This is an optimization exercise on Yosys and OpenROAD, whose aim is small area and a short achievable clock period, not a production implementation.
Function was checked by simulation only, so behaviour that the tests miss may differ from the original.
Power is estimated from default activity; no workload was simulated.

===== design/flow/config.mk =====
export PLATFORM = sky130hd
export DESIGN_NAME = banked_mem_top
export DESIGN_NICKNAME = banked_mem_top
export VERILOG_FILES = /design/flow/design.v
export SDC_FILE = /design/flow/constraint.sdc
export NUM_CORES = 4
export LEC_CHECK = 0
export CAP_MARGIN = 20
export CELL_PAD_IN_SITES_DETAIL_PLACEMENT = 1
export CELL_PAD_IN_SITES_GLOBAL_PLACEMENT = 2
export CORE_MARGIN = 2
export CORE_UTILIZATION = 50
export CTS_CLUSTER_DIAMETER = 100
export CTS_CLUSTER_SIZE = 22
export PLACE_DENSITY = 0.6
export SETUP_SLACK_MARGIN = 2.7
export SLEW_MARGIN = 20
export SYNTH_HIERARCHICAL = 1
export SYNTH_MINIMUM_KEEP_SIZE = 0

===== design/flow/constraint.sdc =====
create_clock -name core_clock -period 6.0 [get_ports {clock}]
set_input_delay 1.2000 -clock core_clock [delete_from_list [all_inputs] [get_ports {clock}]]
set_output_delay 1.2000 -clock core_clock [all_outputs]
set_load 0.01 [all_outputs]

===== design/flow/design.v =====
`timescale 1ns/1ps
`default_nettype none
module mc_aoi222 (
  input  logic a0, b0, a1, b1, a2, b2,
  output logic y
);
  assign y = ~((a0 & b0) | (a1 & b1) | (a2 & b2));
endmodule
module mc_aoi22 (
  input  logic a0, b0, a1, b1,
  output logic y
);
  assign y = ~((a0 & b0) | (a1 & b1));
endmodule
module mc_nand2 (
  input  logic a, b,
  output logic y
);
  assign y = ~(a & b);
endmodule
module mc_nand3 (
  input  logic a, b, c,
  output logic y
);
  assign y = ~(a & b & c);
endmodule
module mc_nand4 (
  input  logic a, b, c, d,
  output logic y
);
  assign y = ~(a & b & c & d);
endmodule
module mc_nor2 (
  input  logic a, b,
  output logic y
);
  assign y = ~(a | b);
endmodule
module mc_nor3 (
  input  logic a, b, c,
  output logic y
);
  assign y = ~(a | b | c);
endmodule
module mc_nor4 (
  input  logic a, b, c, d,
  output logic y
);
  assign y = ~(a | b | c | d);
endmodule
`default_nettype wire
`timescale 1ns/1ps
`default_nettype none
module word_sel256 (
  input  logic [255:0] sel,
  input  logic [255:0] d,
  output logic [1:0]   x
);
  logic [85:0] t;
  for (genvar j = 0; j < 85; j++) begin : g_aoi
    mc_aoi222 u_aoi (
      .a0(sel[3*j]),   .b0(d[3*j]),
      .a1(sel[3*j+1]), .b1(d[3*j+1]),
      .a2(sel[3*j+2]), .b2(d[3*j+2]),
      .y (t[j])
    );
  end
  mc_nand2 u_t_last (.a(sel[255]), .b(d[255]), .y(t[85]));
  logic [21:0] u;
  for (genvar j = 0; j < 21; j++) begin : g_u
    mc_nand4 u_nand (.a(t[4*j]), .b(t[4*j+1]), .c(t[4*j+2]), .d(t[4*j+3]), .y(u[j]));
  end
  mc_nand2 u_u_last (.a(t[84]), .b(t[85]), .y(u[21]));
  logic [5:0] v;
  for (genvar j = 0; j < 4; j++) begin : g_v
    mc_nor4 u_nor (.a(u[4*j]), .b(u[4*j+1]), .c(u[4*j+2]), .d(u[4*j+3]), .y(v[j]));
  end
  mc_nor3 u_v4 (.a(u[16]), .b(u[17]), .c(u[18]), .y(v[4]));
  mc_nor3 u_v5 (.a(u[19]), .b(u[20]), .c(u[21]), .y(v[5]));
  mc_nand3 u_x0 (.a(v[0]), .b(v[1]), .c(v[2]), .y(x[0]));
  mc_nand3 u_x1 (.a(v[3]), .b(v[4]), .c(v[5]), .y(x[1]));
endmodule
`default_nettype wire
`timescale 1ns/1ps
`default_nettype none
module banked_mem_top (
  input  logic        clock,
  input  logic        rst,
  input  logic        rd_enable,
  input  logic [7:0]  rd_addr,
  output logic [31:0] rd_data,
  output logic        rd_valid,
  input  logic [3:0]  wr_mask,
  input  logic [7:0]  wr_addr,
  input  logic [31:0] wr_data
);
  logic [7:0]  wq_addr;
  logic [3:0]  wq_mask;
  logic [31:0] wq_data;
  logic [15:0] wlo, whi;
  always_ff @(posedge clock) begin
    wq_addr <= wr_addr;
    wq_mask <= wr_mask;
    wq_data <= wr_data;
    for (int k = 0; k < 16; k++) begin
      wlo[k] <= (wr_addr[3:0] == 4'(k));
      whi[k] <= (wr_addr[7:4] == 4'(k));
    end
  end
  logic [255:0] word_n;
  for (genvar w = 0; w < 256; w++) begin : g_wdec
    mc_nand2 u_sel (.a(whi[w/16]), .b(wlo[w%16]), .y(word_n[w]));
  end
  logic [3:0] lane_n;
  assign lane_n = ~wq_mask;
  logic [255:0][3:0] we;
  for (genvar w = 0; w < 256; w++) begin : g_we
    for (genvar l = 0; l < 4; l++) begin : g_lane
      mc_nor2 u_we (.a(word_n[w]), .b(lane_n[l]), .y(we[w][l]));
    end
  end
  logic [7:0]   ra, ra_n;
  logic [15:0]  rlo_n, rhi_n;
  logic [255:0] rsel;
  assign ra = rd_addr;
  assign ra_n = ~rd_addr;
  for (genvar k = 0; k < 16; k++) begin : g_rfield
    mc_nand4 u_lo (
      .a(k[0] ? ra[0] : ra_n[0]), .b(k[1] ? ra[1] : ra_n[1]),
      .c(k[2] ? ra[2] : ra_n[2]), .d(k[3] ? ra[3] : ra_n[3]), .y(rlo_n[k])
    );
    mc_nand4 u_hi (
      .a(k[0] ? ra[4] : ra_n[4]), .b(k[1] ? ra[5] : ra_n[5]),
      .c(k[2] ? ra[6] : ra_n[6]), .d(k[3] ? ra[7] : ra_n[7]), .y(rhi_n[k])
    );
  end
  for (genvar w = 0; w < 256; w++) begin : g_rdec
    mc_nor2 u_sel (.a(rhi_n[w/16]), .b(rlo_n[w%16]), .y(rsel[w]));
  end
  logic       hit_cur, hit_pend;
  logic [3:0] fwd;
  assign hit_cur = (wr_addr == rd_addr);
  assign hit_pend = (wq_addr == rd_addr);
  for (genvar l = 0; l < 4; l++) begin : g_fwd
    assign fwd[l] = (hit_cur && wr_mask[l]) || (hit_pend && wq_mask[l]);
  end
  for (genvar i = 0; i < 32; i++) begin : g_col
    localparam int LANE = (31 - i) / 8;
    logic [255:0] col;
    logic [1:0]   x;
    logic         fdata;
    logic [1:0]   part_q;
    always_ff @(posedge clock) begin
      for (int w = 0; w < 256; w++) begin
        if (we[w][LANE]) begin
          col[w] <= wq_data[i];
        end
      end
    end
    word_sel256 u_sel (.sel(rsel), .d(col), .x(x));
    assign fdata = (hit_cur && wr_mask[LANE]) ? wr_data[i] : wq_data[i];
    always_ff @(posedge clock) begin
      part_q[0] <= fwd[LANE] ? fdata : x[0];
      part_q[1] <= x[1] && !fwd[LANE];
    end
    assign rd_data[i] = |part_q;
  end
  always_ff @(posedge clock) begin
    if (rst) begin
      rd_valid <= 1'b0;
    end else begin
      rd_valid <= rd_enable;
    end
  end
endmodule
`default_nettype wire

===== design/flow/run.sh =====
#!/bin/bash
# synth_recipe.tcl (not shown) runs the flow's synth.tcl, then flattens the netlist and writes it again
# the make line also repeats each setting of config.mk as NAME=value (left out here)
make -C /OpenROAD-flow-scripts/flow DESIGN_CONFIG=/design/flow/config.mk WORK_HOME=/design/flow/orfs CLKGATE_MAP_FILE= SYNTH_SCRIPT=/design/flow/synth_recipe.tcl finish

==> summary.md, run 1 <==
| Metric | Value |
|---|---|
| Cell variety after synth | 33 |
| Initial DRC count | 37500 |
| Post-place setup slack | -0.738 ns |
| WP buf/inv | 6 |
| Status | complete, no violations |
| Worst stage delay on the critical path | 0.75 ns |
| RePlAce Congestion | 0.906 |
| Fmax achieved | 0.262 GHz |
| Filler cell count | 49600 |
| Routed vias | 171000 |
| Power Total | 98.9 mW |
| Fraction of layout cells with a size suffix above 1 | 14.4% |
| Port buffer count | 87 |
| Initial Util | 50.2% |
| Cell Chain, Critical Path | buf_16 -> clkinvlp_4 -> nand4_1 -> buf_4 -> buf_12 -> buf_12 -> nor2_2 -> buf_6 -> a222oi_1 -> nand4_1 -> nor4_4 -> nand3_1 -> o31ai_1 -> a31oi_1 |
| Mapped cell area | 0.291 sq mm |
| CTS tree | yes |
| CTS Hold Buffers Added | 0 |
| Pre-antenna DRT Iters | 14 |
| Clock Latency Late Sink | 1.10 ns |
| H-tree depth | 5 |
| Post-Synthesis Cells | 13900 |
| Slowest CP cell | nor4_4 |
| Sink Count | 8333 |
| Unrepaired setup endpoints after global routing | true |
| Area after DPL | 0.308 sq mm |
| YS warnings | 7 |
| Post-Layout Inst Area | 0.328 sq mm |
| Period utilization | 63.5% |
| WL/cell | 44.9 um |
| I/O pin total | 88 |
| Setup tns final | 0 ns |
| Slew headroom | 10.3% |
| CP arrival | 4.78 ns |
| CTS clk-pin slew, worst paths | 0.10 ns |
| Core area | 0.581 sq mm |
| Root Driver | clkbuf_16 |
| Clock Skew | 0.0539 ns |
| Fin crit period | 3.81 ns |
| Critical Path Sink Type | flip-flop |
| Max-cap violations | 0 |
| HPWL Detailed | 686000 um |
| Die footprint | 0.589 sq mm |
| Tightest Pin Transition | 1.35 ns |
| Via/cell ratio | 7.25 |
| Footprint of the multi-input gates | 0.0444 sq mm |
| Mapped Avg Cell Area | 20.9 sq um |
| Setup CP Type | input port to flip-flop |
| Grt ovf | 0 |
| Nets | 15500 |
| Global Route Usage Sum | 34.7% |
| CP top delay family | simple AND/OR/NAND/NOR gates |
| Largest net degree at the start of global routing | 179 |
| Number of global-route vias before repair | 163000 |
| Die span in x | 767 um |
| Lkg Pwr | 99.6 nW |
| Setup violations, final | 0 |
| Total wire length | 1060000 um |
| Endpoints failing hold | 0 |
| Core Rows | 280 |
| Global-route wire length before repair | 1410000 um |
| Critical Path RT | 6.97 ns |
| Syn_nets | 14000 |
| Initial antenna violation count | 102 |
| Seq/Total Area, Yosys | 85.4% |
| Max clock buf depth | 4 |
| Layout Utilization | 56.5% |
| Power per Cell Area | 301 mW/mm^2 |
| Peak VDD IR | 0.331 mV |
| Slew Limit Fails | 0 |
| TritonCTS Buffers | 416 |
| Setup ws final | 2.19 ns |
| Die height | 767 um |
| Antenna Nets Post-Route | 0 |
| Area grow syn2layout | 12.7% |
| Sequential Area | 0.249 sq mm |
| Startpoint types | input port |
| DRC violations left | 0 |
| Yosys reg bits | 8333 |
| Max FO, Critical Path | 27 |
| Worst Hold Class | flip-flop to flip-flop |
[layout by cell type, fill, tap and decap left out, drive strengths merged]
cell type         n
a222oi         2720
a31oi            32
and4              4
buf            1039
bufbuf            8
clkbuf          634
clkdlybuf4s15     7
clkdlybuf4s50    47
clkinv            5
clkinvlp          8
dfxtp           141
diode           109
edfxtp         8192
inv              17
nand2           324
nand2b            5
nand3            68
nand4           740
nor2           1306
nor2b             1
nor3             84
nor3b            32
nor4            162
o31ai            32
or2              32
or2b              3
xnor2            16
[modules after synthesis, one instance, submodules excluded, a selection]
module,times used,cell area (sq um),flip-flops and latches
mc_nor2,1280,3.75,0
mc_nand2,320,3.75,0
banked_mem_top,1,251000,8333
mc_nor3,64,10.0,0
mc_nand4,704,6.26,0
mc_nor4,128,12.5,0
mc_nand3,64,5.00,0
mc_aoi222,2720,10.0,0
[metrics by stage]
| stage | hold slack [ns] | cells |
|---|---|---|
| floorplan | 0.619 | 13900 |
| global placement | 0.581 | 22300 |
| detailed placement | 0.594 | 22400 |
| CTS | 0.598 | 23300 |
| global route | 0.604 | 23500 |
| finish | 0.603 | 23500 |
[worst register-to-register path, stage by stage (launching register included)]
cell	delay (ns)
dfxtp_1	0.70
clkinvlp_4	0.69
buf_12	0.43
nor2_1	1.21
[state kept, by name (all words and copies together) (netlist names)]
signal / cells
g_col.col: 8192
g_col.part_q: 64
wq_data: 32
whi: 16
wlo: 16
wq_addr: 8
wq_mask: 4
rd_valid: 1
[report_power, final]
group / total [mW] / switching, mW / leakage, nW / internal, mW
sequential: 64.7 / 0.623 / 74.8 / 64.0
combinational: 3.24 / 2.53 / 19.2 / 0.714
clock: 31.0 / 17.8 / 5.55 / 13.2
[cell usage after synthesis]
library cell,instances,area (sq um)
clkinv_1,3,11.3
clkbuf_1,4,15.0
nor3b_1,32,240
buf_4,4,30.0
edfxtp_1,8192,246000
nor3_4,4,65.1
dfxtp_1,141,2820
a31oi_1,32,200
a222oi_1,2720,27200
nor2b_1,1,6.26
xnor2_2,9,146
nand4_2,1,12.5
xnor2_1,7,61.3
inv_1,12,45.0
nand3_1,64,320
or2_2,32,200
nor4_2,135,1690
and4_2,2,20.0
nor3_1,12,60.1
inv_2,1,3.75
nor2_1,1298,4870
buf_6,12,135
nor4_1,27,169
nand4_4,3,63.8
and4_1,2,17.5
nand2_1,324,1220
o31ai_1,32,240
nand4_1,736,4600
nand2b_1,5,31.3
buf_2,12,60.1
or2b_1,3,22.5
nor3_2,68,681
nand3_2,4,40.0
[cells by family after synthesis]
family | Yosys count | share of synthesized area [%]
compound gates | 2784 | 9.50
simple gates | 2753 | 4.92
xor+xnor | 16 | 0.0713
flops | 8333 | 85.4
buf+inv | 48 | 0.103
[path summary, 6_finish.rpt]
path / start / endpoint / slack, ns / cells past startpoint
hold / removal: wq_data[3] / g_col[3].col[122] / 0.60 / 0
setup reg to reg: wq_mask[1] / g_col[16].col[82] / 2.60 / 3
hold reg to reg: wq_data[3] / g_col[3].col[122] / 0.60 / 0
setup / recovery: rd_addr[2] / g_col[6].part_q[0] / 2.19 / 14
[final cells by class]
| class | count | share of cell area (%) |
|---|---|---|
| Antenna cell | 109 | 0.0831 |
| Clock buffer | 617 | 3.47 |
| Clock inverter | 13 | 0.0389 |
| Inverter | 16 | 0.0290 |
| Multi-Input combinational cell | 5561 | 13.5 |
| Sequential cell | 8333 | 75.9 |
| Tap cell | 7755 | 2.96 |
| Timing Repair Buffer | 1118 | 4.00 |
| Timing Repair inverter | 1 | 0.00229 |
[layer usage]
layer | global-route usage [%] | vias up | routed length, um
met5 | 0 | - | 284
met4 | 15.0 | 37 | 55100
met3 | 6.08 | 1438 | 118000
met2 | 53.0 | 11400 | 482000
met1 | 49.7 | 90800 | 401000
li1 | - | 66800 | -
[repair_timing]
item / CTS / global route
gates resized for setup: 862 / 207
setup buffers: 250 / 114
pin swaps: 544 / 310
gates cloned: 43 / 18
setup endpoints to repair: 2804 / 175
==> inputs of run 2 (changes only) <==
--- a/design/flow/design.v
+++ b/design/flow/design.v
@@ -56,29 +56,24 @@
   input  logic [255:0] d,
   output logic [1:0]   x
 );
-  logic [85:0] t;
-  for (genvar j = 0; j < 85; j++) begin : g_aoi
-    mc_aoi222 u_aoi (
-      .a0(sel[3*j]),   .b0(d[3*j]),
-      .a1(sel[3*j+1]), .b1(d[3*j+1]),
-      .a2(sel[3*j+2]), .b2(d[3*j+2]),
+  logic [127:0] t;
+  for (genvar j = 0; j < 128; j++) begin : g_aoi
+    mc_aoi22 u_aoi (
+      .a0(sel[2*j]),   .b0(d[2*j]),
+      .a1(sel[2*j+1]), .b1(d[2*j+1]),
       .y (t[j])
     );
   end
-  mc_nand2 u_t_last (.a(sel[255]), .b(d[255]), .y(t[85]));
-  logic [21:0] u;
-  for (genvar j = 0; j < 21; j++) begin : g_u
+  logic [31:0] u;
+  for (genvar j = 0; j < 32; j++) begin : g_u
     mc_nand4 u_nand (.a(t[4*j]), .b(t[4*j+1]), .c(t[4*j+2]), .d(t[4*j+3]), .y(u[j]));
   end
-  mc_nand2 u_u_last (.a(t[84]), .b(t[85]), .y(u[21]));
-  logic [5:0] v;
-  for (genvar j = 0; j < 4; j++) begin : g_v
+  logic [7:0] v;
+  for (genvar j = 0; j < 8; j++) begin : g_v
     mc_nor4 u_nor (.a(u[4*j]), .b(u[4*j+1]), .c(u[4*j+2]), .d(u[4*j+3]), .y(v[j]));
   end
-  mc_nor3 u_v4 (.a(u[16]), .b(u[17]), .c(u[18]), .y(v[4]));
-  mc_nor3 u_v5 (.a(u[19]), .b(u[20]), .c(u[21]), .y(v[5]));
-  mc_nand3 u_x0 (.a(v[0]), .b(v[1]), .c(v[2]), .y(x[0]));
-  mc_nand3 u_x1 (.a(v[3]), .b(v[4]), .c(v[5]), .y(x[1]));
+  mc_nand4 u_x0 (.a(v[0]), .b(v[1]), .c(v[2]), .d(v[3]), .y(x[0]));
+  mc_nand4 u_x1 (.a(v[4]), .b(v[5]), .c(v[6]), .d(v[7]), .y(x[1]));
 endmodule
 `default_nettype wire
 `timescale 1ns/1ps
@@ -94,29 +89,26 @@
   input  logic [7:0]  wr_addr,
   input  logic [31:0] wr_data
 );
-  logic [7:0]  wq_addr;
-  logic [3:0]  wq_mask;
-  logic [31:0] wq_data;
-  logic [15:0] wlo, whi;
+  logic [7:0]       wq_addr;
+  logic [3:0]       wq_mask;
+  logic [31:0]      wq_data;
+  logic [15:0]      whi_n;
+  logic [3:0][15:0] wlo_n;
   always_ff @(posedge clock) begin
     wq_addr <= wr_addr;
     wq_mask <= wr_mask;
     wq_data <= wr_data;
     for (int k = 0; k < 16; k++) begin
-      wlo[k] <= (wr_addr[3:0] == 4'(k));
-      whi[k] <= (wr_addr[7:4] == 4'(k));
+      whi_n[k] <= (wr_addr[7:4] != 4'(k));
+      for (int l = 0; l < 4; l++) begin
+        wlo_n[l][k] <= !(wr_addr[3:0] == 4'(k) && wr_mask[l]);
+      end
     end
   end
-  logic [255:0] word_n;
-  for (genvar w = 0; w < 256; w++) begin : g_wdec
-    mc_nand2 u_sel (.a(whi[w/16]), .b(wlo[w%16]), .y(word_n[w]));
-  end
-  logic [3:0] lane_n;
-  assign lane_n = ~wq_mask;
   logic [255:0][3:0] we;
   for (genvar w = 0; w < 256; w++) begin : g_we
     for (genvar l = 0; l < 4; l++) begin : g_lane
-      mc_nor2 u_we (.a(word_n[w]), .b(lane_n[l]), .y(we[w][l]));
+      mc_nor2 u_we (.a(whi_n[w/16]), .b(wlo_n[l][w%16]), .y(we[w][l]));
     end
   end
   logic [7:0]   ra, ra_n;
==> summary.md, run 2 <==
| Metric | Value |
|---|---|
| Antenna Nets Post-Route | 0 (unchanged) |
| Worst r2r src | g_col[31].col[48] (was wq_mask[1]) |
| Fraction of layout cells with a size suffix above 1 | 38.3% (was 14.4%) |
| Placed cell count | 24600 (was 22400) |
| Post-Layout Inst Area | 0.360 sq mm (was 0.328 sq mm) |
| Most frequent cells in the layout | edfxtp_1 (8192), a22oi_2 (4096), nand4_1 (1153), nor2_1 (1035), buf_4 (987) (was edfxtp_1 (8192), a222oi_1 (2720), nor2_1 (992), nand4_1 (736), buf_4 (569)) |
| Sw frac | 21.4% (was 21.2%) |
| P_sw | 21.3 mW (was 21.0 mW) |
| Top-count cell post-synth | edfxtp_1 (unchanged) |
| Setup tns final | 0 ns (unchanged) |
| Path depth of the worst reg2reg path | 6 (was 3) |
| Clock Latency Late Sink | 1.10 ns (about the same) |
| Max clock buf depth | 4 (unchanged) |
| Synth Area in XOR/XNOR | 0.0558% (was 0.0713%) |
| Regs by FF count | g_col.col: 8192 flops, g_col.part_q: 64 flops, wlo_n: 64 flops (was g_col.col: 8192 flops, g_col.part_q: 64 flops, wq_data: 32 flops) |
| WHS Endpoint | g_col[15].col[9] (was g_col[3].col[122]) |
| Mux cell area share after synthesis | 0% (unchanged) |
| Peak VDD IR | 0.302 mV (was 0.331 mV) |
| CP arrival | 4.63 ns (was 4.78 ns) |
| Worst Hold Class | flip-flop to flip-flop (unchanged) |
| Adder-cell share of the synthesized area | 0% (unchanged) |
| HPWL Detailed | 738000 um (was 686000 um) |
| Min-Delay Startpoint | wq_data[15] (was wq_data[3]) |
| Core area | 0.636 sq mm (was 0.581 sq mm) |
| Nets | 17500 (was 15500) |
| Slew headroom | 2.16% (was 10.3%) |
| Initial antenna violation count | 157 (was 102) |
| Seq/Total Area, Yosys | 78.4% (was 85.4%) |
| Footprint of the multi-input gates | 0.0720 sq mm (was 0.0444 sq mm) |
| Critical Path Sink Type | flip-flop (unchanged) |
| Port buffer count | 87 (unchanged) |
| Syn_nets | 15600 (was 14000) |
| Core Rows | 293 (was 280) |
| Top reg by flops | g_col.col (unchanged) |
| Routed vias | 177000 (was 171000) |
| I/O pin total | 88 (unchanged) |
| Fin crit period | 3.68 ns (was 3.81 ns) |
| Asr flop ratio synth | 0% (unchanged) |
| Top cell type's share of synthesized area | 77.2% (was 84.4%) |
| Sequential Power Share | 65.2% (was 65.4%) |
| Unrepaired setup endpoints after global routing | true (unchanged) |
| Sequential Area | 0.250 sq mm (was 0.249 sq mm) |
| Comb power frac | 3.3% (about the same) |
| Largest net degree at the start of global routing | 153 (was 179) |
| YS warnings | 7 (unchanged) |
| Clock power share | 31.6% (was 31.3%) |
| Number of global-route vias before repair | 172000 (was 163000) |
| Largest family of logic cells by synthesized area | compound AO/OA/AOI/OAI gates (unchanged) |
| Die span in x | 802 um (was 767 um) |
| Most common cell after layout, fill and taps aside | edfxtp_1 (unchanged) |
| WL/cell | 43.2 um (was 44.9 um) |
| Setup violations, final | 0 (unchanged) |
| Post-Synthesis Cells | 15500 (was 13900) |
| Mapped cell area | 0.319 sq mm (was 0.291 sq mm) |
| Max FO, Critical Path | 7 (was 27) |
| Mapped Avg Cell Area | 20.5 sq um (was 20.9 sq um) |
| Via/cell ratio | 6.79 (was 7.25) |
| Slew Limit Fails | 0 (unchanged) |
| Sink Count | 8381 (was 8333) |
| Simple-Gate Fraction of Synth Area | 5.20% (was 4.92%) |
| Initial Util | 50.1% (was 50.2%) |
| Root Driver | clkbuf_16 (unchanged) |
| Yosys reg bits | 8381 (was 8333) |
| Cell variety after synth | 31 (was 33) |
| CTS clk-pin slew, worst paths | 0.09 ns (was 0.10 ns) |
| Clock Skew | 0.0400 ns (was 0.0539 ns) |
| Pre-antenna DRT Iters | 5 (was 14) |
| Initial DRC count | 25900 (was 37500) |
| Critical Path RT | 6.95 ns (was 6.97 ns) |
| Total wire length | 1130000 um (was 1060000 um) |
| Max reg flops | 8192 (unchanged) |
| Global Route Usage Sum | 34.1% (was 34.7%) |
| CTS tree | yes (unchanged) |
| Fmax achieved | 0.272 GHz (was 0.262 GHz) |
| Area after DPL | 0.338 sq mm (was 0.308 sq mm) |
| Period utilization | 61.4% (was 63.5%) |
| Non-filler cells, final | 26100 (was 23500) |
| Filler cell count | 54400 (was 49600) |
| Layout Utilization | 56.7% (was 56.5%) |
| Hold_ws | 0.601 ns (was 0.603 ns) |
| CTS Hold Buffers Added | 0 (unchanged) |
| Synth top area cells | edfxtp_1 (77%), a22oi_2 (16%), nand4_1 (2.3%), nor2_1 (1.5%), dfxtp_1 (1.2%) (was edfxtp_1 (84%), a222oi_1 (9.3%), nor2_1 (1.7%), nand4_1 (1.6%), dfxtp_1 (0.97%)) |
| Endpoints failing hold | 0 (unchanged) |
| Power Total | 99.7 mW (was 98.9 mW) |
| R2R Path End | g_col[31].part_q[0] (was g_col[16].col[82]) |
| EDFF count, synth | 8192 (unchanged) |
| Power per Cell Area | 277 mW/mm^2 (was 301 mW/mm^2) |
| Hold path cells | 0 (unchanged) |
| Largest area contributor in the netlist | edfxtp_1 (unchanged) |
| RePlAce Congestion | 0.881 (was 0.906) |
| Setup CP Type | input port to flip-flop (unchanged) |
| Compound-gate portion of the synthesized area | 16.2% (was 9.50%) |
| H-tree depth | 5 (unchanged) |
| Global-route wire length before repair | 1510000 um (was 1410000 um) |
| Die height | 802 um (was 767 um) |
| Die footprint | 0.644 sq mm (was 0.589 sq mm) |
| Top cells by count, synth | edfxtp_1 (8192), a22oi_2 (4096), nor2_1 (1291) (was edfxtp_1 (8192), a222oi_1 (2720), nor2_1 (1298)) |
| Worst R2R Setup Slack | 3.18 ns (was 2.60 ns) |
| Setup ws final | 2.32 ns (was 2.19 ns) |
| Max-cap violations | 0 (unchanged) |
| Status | complete, no violations (unchanged) |
| P_int | 78.4 mW (was 77.9 mW) |
| Startpoint types | input port (unchanged) |
| TritonCTS Buffers | 418 (was 416) |
| Tightest Pin Transition | 1.47 ns (was 1.35 ns) |
| Area grow syn2layout | 13.1% (was 12.7%) |
| Lkg Pwr | 103 nW (was 99.6 nW) |
| DRC violations left | 0 (unchanged) |
| Post-place setup slack | -0.362 ns (was -0.738 ns) |
| Top FF cell, synth | edfxtp_1 (unchanged) |
| Grt ovf | 0 (unchanged) |
[run 2: per-module statistics from Yosys (local to each module, per instance), a selection]
module,cells inside,copies in the design,cell area (sq um)
mc_nor2,1,1280,3.75
mc_nand4,1,1120,6.26
mc_nor4,1,256,12.5
mc_aoi22,1,4096,12.5
banked_mem_top,8774,1,252000
[run 2: power groups by stage]
stage               clock network (mW)  logic, mW  registers [mW]
floorplan                            0      0.623            66.3
global placement                     0       2.85            66.3
detailed placement                   0       2.93            66.3
CTS                               31.9       3.06            65.0
global route                      33.5       3.28            65.0
finish                            31.5       3.25            65.0
[run 2: cell families after synthesis]
group / count (synthesis)
xor gates and xnor gates: 16
AOI/OAI and AO/OA: 4160
buffers and inverters: 56
and+or+nand+nor: 2913
DFF: 8381
[run 2: cell type report]
cell class / count / area share (%)
Tap cell: 8407 / 2.92
Timing Repair Buffer: 1483 / 4.30
Multi-Input combinational cell: 7128 / 20.0
Clock buffer: 604 / 3.19
Sequential cell: 8381 / 69.5
Antenna cell: 106 / 0.0736
Inverter: 16 / 0.0240
Clock inverter: 9 / 0.0240
[run 2: how the worst max path moves through the flow]
stage,from,endpoint,depth (start not counted)
after global placement,rd_addr[0],g_col[15].part_q[1],11
final,rd_addr[7],g_col[25].part_q[0],16
after CTS,rd_addr[7],g_col[1].part_q[0],15
after global routing,rd_addr[0],g_col[29].part_q[0],13
after detailed placement,rd_addr[7],g_col[1].part_q[0],12
after floorplan,rd_addr[0],g_col[0].part_q[0],9
[run 2: critical path, cell delays in order]
cell        delay, ns
buf_16           0.13
clkinvlp_4       0.13
nand4_1          0.18
buf_12           0.15
buf_16           0.12
buf_16           0.15
nor2_4           0.06
buf_12           0.14
buf_4            0.14
buf_4            0.13
a22oi_2          0.22
nand4_1          0.28
nor4_4           0.81
nand4_1          0.39
o31ai_1          0.19
a31oi_1          0.12
[run 2: routing by layer]
| metal | up-vias | GRT usage (%) | share of wire [%] |
|---|---|---|---|
| met1 | 96000 | 49.6 | 41 |
| met5 | - | 0 | 0.021 |
| met3 | 1351 | 6.93 | 9.9 |
| met2 | 9234 | 51.6 | 45 |
| met4 | 36 | 12.0 | 4.3 |
| li1 | 70700 | - | - |
[run 2: repair_timing]
| item | in CTS | in global routing |
|---|---|---|
| pin swaps | 213 | 276 |
| setup buffers | 243 | 510 |
| cloned | 35 | 27 |
| gates resized for setup | 529 | 291 |
| setup endpoints to repair | 96 | 62 |
| hold endpoints to repair | 0 | 0 |

-- port drivers added, routing unchanged --
In the flow no input, the clock included, has a driving cell. The finished layouts below were timed again as built, in two steps. Step 1, drivers: a clkbuf_16 drives clock and a buf_2 each remaining input, both assumed. Step 2 times the ports against the registers' clock, not the clock port: input delays grow and output delays shrink by t, the midpoint of the rising clock arrivals with the driver on. a / b / c = no drivers / after step 1 / after step 2; a / b = the first two.
run | t, ns | setup slack, ns | hold slack, ns | worst setup path at the end | slew at the worst register clock pin (ns)
run 1 | 1.224 | 2.190 / 2.138 / 0.914 | 0.603 / 0.543 / 0.603 | input to register | 0.11 / 0.11
run 2 | 1.215 | 2.318 / 2.143 / 0.929 | 0.601 / 0.497 / 0.601 | input to register | 0.10 / 0.10
After both steps every run listed still meets setup and hold. For run 2, which loses most, drivers alone change the setup slack by -0.175 ns; drivers and shift together by -1.389 ns.
